This is an optimization exercise on Yosys and OpenROAD, whose aim is a short achievable clock period and few clock cycles, not a production implementation. In this exercise RTL edits were held to simulation tests only and were not proved equivalent to the original. Power figures rest on the tool's default switching activity, not on a simulated workload.

// core
module core (
  input  logic               clk,
  input  logic               rst_n,
  input  core_pkg::xlen_t    boot_addr,
  input  core_pkg::xlen_t    instr_fromsram,
  input  core_pkg::xlen_t    dsram_rdata,
  output logic               isram_cs,
  output core_pkg::iaddr_t   isram_adr,
  output core_pkg::xlen_t    dsram_addr,
  output logic               dsram_cs,
  output logic               dsram_we,
  output core_pkg::byte_en_t dsram_ben,
  output core_pkg::xlen_t    dsram_wdata
);
Size in the first run: about 11,000 cells after synthesis.
==> flow/config.mk <==
export PLATFORM = sky130hd
export DESIGN_NAME = core
export DESIGN_NICKNAME = core
export VERILOG_FILES = /design/flow/design.v
export SDC_FILE = /design/flow/constraint.sdc
export NUM_CORES = 4
export LEC_CHECK = 0
export CAP_MARGIN = 20
export CORE_MARGIN = 2
export CORE_UTILIZATION = 40
export CTS_CLUSTER_DIAMETER = 90
export CTS_CLUSTER_SIZE = 25
export PLACE_DENSITY = 0.55
export SETUP_SLACK_MARGIN = 3.8
export SLEW_MARGIN = 20
export TNS_END_PERCENT = 100
==> flow/constraint.sdc <==
create_clock -name core_clock -period 6.3 [get_ports {clk}]
set_input_delay 1.2600 -clock core_clock [delete_from_list [all_inputs] [get_ports {clk}]]
set_output_delay 1.2600 -clock core_clock [all_outputs]
set_load 0.01 [all_outputs]
standard.sh (not shown) runs the stock make flow with config.mk's settings and CLKGATE_MAP_FILE= SYNTH_SCRIPT=/design/flow/synth_recipe.tcl, a recipe that flattens the netlist after the stock synthesis.
==> flow/flow/run.sh <==
#!/bin/bash
# The standard layout (standard.sh), with one change to synthesis: logic is
# mapped by ABC with a delay-driven script (flow/speed.abc) and without the
# full-adder cells. Registers come out exactly as in the standard synthesis.
set -euo pipefail
W=$(pwd)
{ head -n 1 synth_recipe.tcl; cat flow/abc_override.tcl; tail -n +2 synth_recipe.tcl; } > own_synth.tcl
export OWN_ABC_SCRIPT=$W/flow/speed.abc
bash standard.sh SYNTH_SCRIPT=$W/own_synth.tcl ADDER_MAP_FILE= synth > synth.log 2>&1
bash standard.sh SYNTH_SCRIPT=$W/own_synth.tcl ADDER_MAP_FILE= finish > layout.log 2>&1
==> flow/flow/abc_override.tcl <==
# Every abc call maps with flow/speed.abc (a delay-driven script) in place of
# the script the flow names. abc sees only the logic between registers.
proc abc {args} {
  set i [lsearch $args -script]
  if {$i >= 0} { lset args [expr {$i + 1}] $::env(OWN_ABC_SCRIPT) }
  yosys abc {*}$args
}
==> flow/flow/speed.abc <==
strash
dch
map -D 1000
buffer -c
topo
stime -c
upsize -c -D 1000
dnsize -c -D 1000
Testbench counts at the start, summed over its fixed seeds: cycles 12,798.
Change:
--- a/flow/design.v
+++ b/flow/design.v
@@ -544,31 +544,29 @@
       w_wr   <= 1'b0;
       w_load <= 1'b0;
       w_late <= 1'b0;
     end else begin
       w_wr   <= m_wr;
       w_load <= m_load;
       w_late <= m_late;
     end
   end
   always_ff @(posedge clk) begin
-    w_rd  <= m_rd;
-    w_res <= m_res;
-    if (m_late) begin
-      w_sub   <= m_sub;
-      w_arith <= m_arith;
-      w_and   <= m_and;
-      w_or    <= m_or;
-      w_xor   <= m_xor;
-      w_la    <= (m_src1 == 2'b00) ? m_la : '0;
-      w_lb    <= (m_src2 == 2'b00) ? m_lb : '0;
-    end
+    w_rd    <= m_rd;
+    w_res   <= m_res;
+    w_sub   <= m_sub;
+    w_arith <= m_arith;
+    w_and   <= m_and;
+    w_or    <= m_or;
+    w_xor   <= m_xor;
+    w_la    <= (m_late & (m_src1 == 2'b00)) ? m_la : '0;
+    w_lb    <= (m_late & (m_src2 == 2'b00)) ? m_lb : '0;
   end
   always_ff @(posedge clk) begin
     l_xta  <= (m_late & m_src1[0] & w_late) ? l_res : '0;
     l_xoa  <= (m_late & m_src1[0] & ~w_late) ? (w_load ? dsram_rdata : w_res) : '0;
     l_ya   <= (m_late & m_src1[1]) ? x_val : '0;
     l_xtbp <= (m_late & m_src2[0] & w_late & ~m_sub) ? l_res : '0;
     l_xtbn <= (m_late & m_src2[0] & w_late & m_sub) ? ~l_res : '0;
     l_xob  <= (m_late & m_src2[0] & ~w_late) ?
               ((w_load ? dsram_rdata : w_res) ^ {32{m_sub}}) : '0;
     l_yb   <= (m_late & m_src2[1]) ? (x_val ^ {32{m_sub}}) : '0;
Clock-buffer cell count went down by 15.
Critical path depth rises by 1.
Clock skew climbs by 26 ps.
Worst setup slack gains 68 ps.
Final area goes down slightly.
Total power falls by a few percent.
Global-route usage barely changes.
Routed wire length fell by a few percent.
Die area fell slightly.
Cell count went down slightly.
Fmax rises by a few percent.
Non-clock buffer count falls by 25.
Testbench counts after the change, summed over its fixed seeds: cycles 12,798.

==> what the ideal ports hide <==
Ports are ideal in the flow. The routed layouts listed here were re-timed in OpenROAD. Step 1, drivers: a clkbuf_16 drives clk and a buf_2 each remaining input, both assumed. Step 2 adds t to the input delays and takes it off the output delays; t is the mean of the earliest and latest rising clock arrival at the registers after step 1. Input paths then give back, and output paths get back, about the clock's delay inside the block. a / b / c = ideal ports / drivers / drivers and shift; a / b = the first two.
run	t (ns)	setup WS [ns]	hold slack, ns	worst setup path after step 2	pins driven straight from the clock port
the first run	0.934	3.582 / 3.582 / 2.962	0.367 / 0.367 / 0.367	input to register	1
the second run	0.945	3.649 / 3.619 / 2.958	0.350 / 0.350 / 0.350	input to register	1
After both steps setup and hold are still met in every run listed. The setup slack of the second run, which loses most, moves by -0.030 ns with the drivers and by -0.691 ns with both steps.
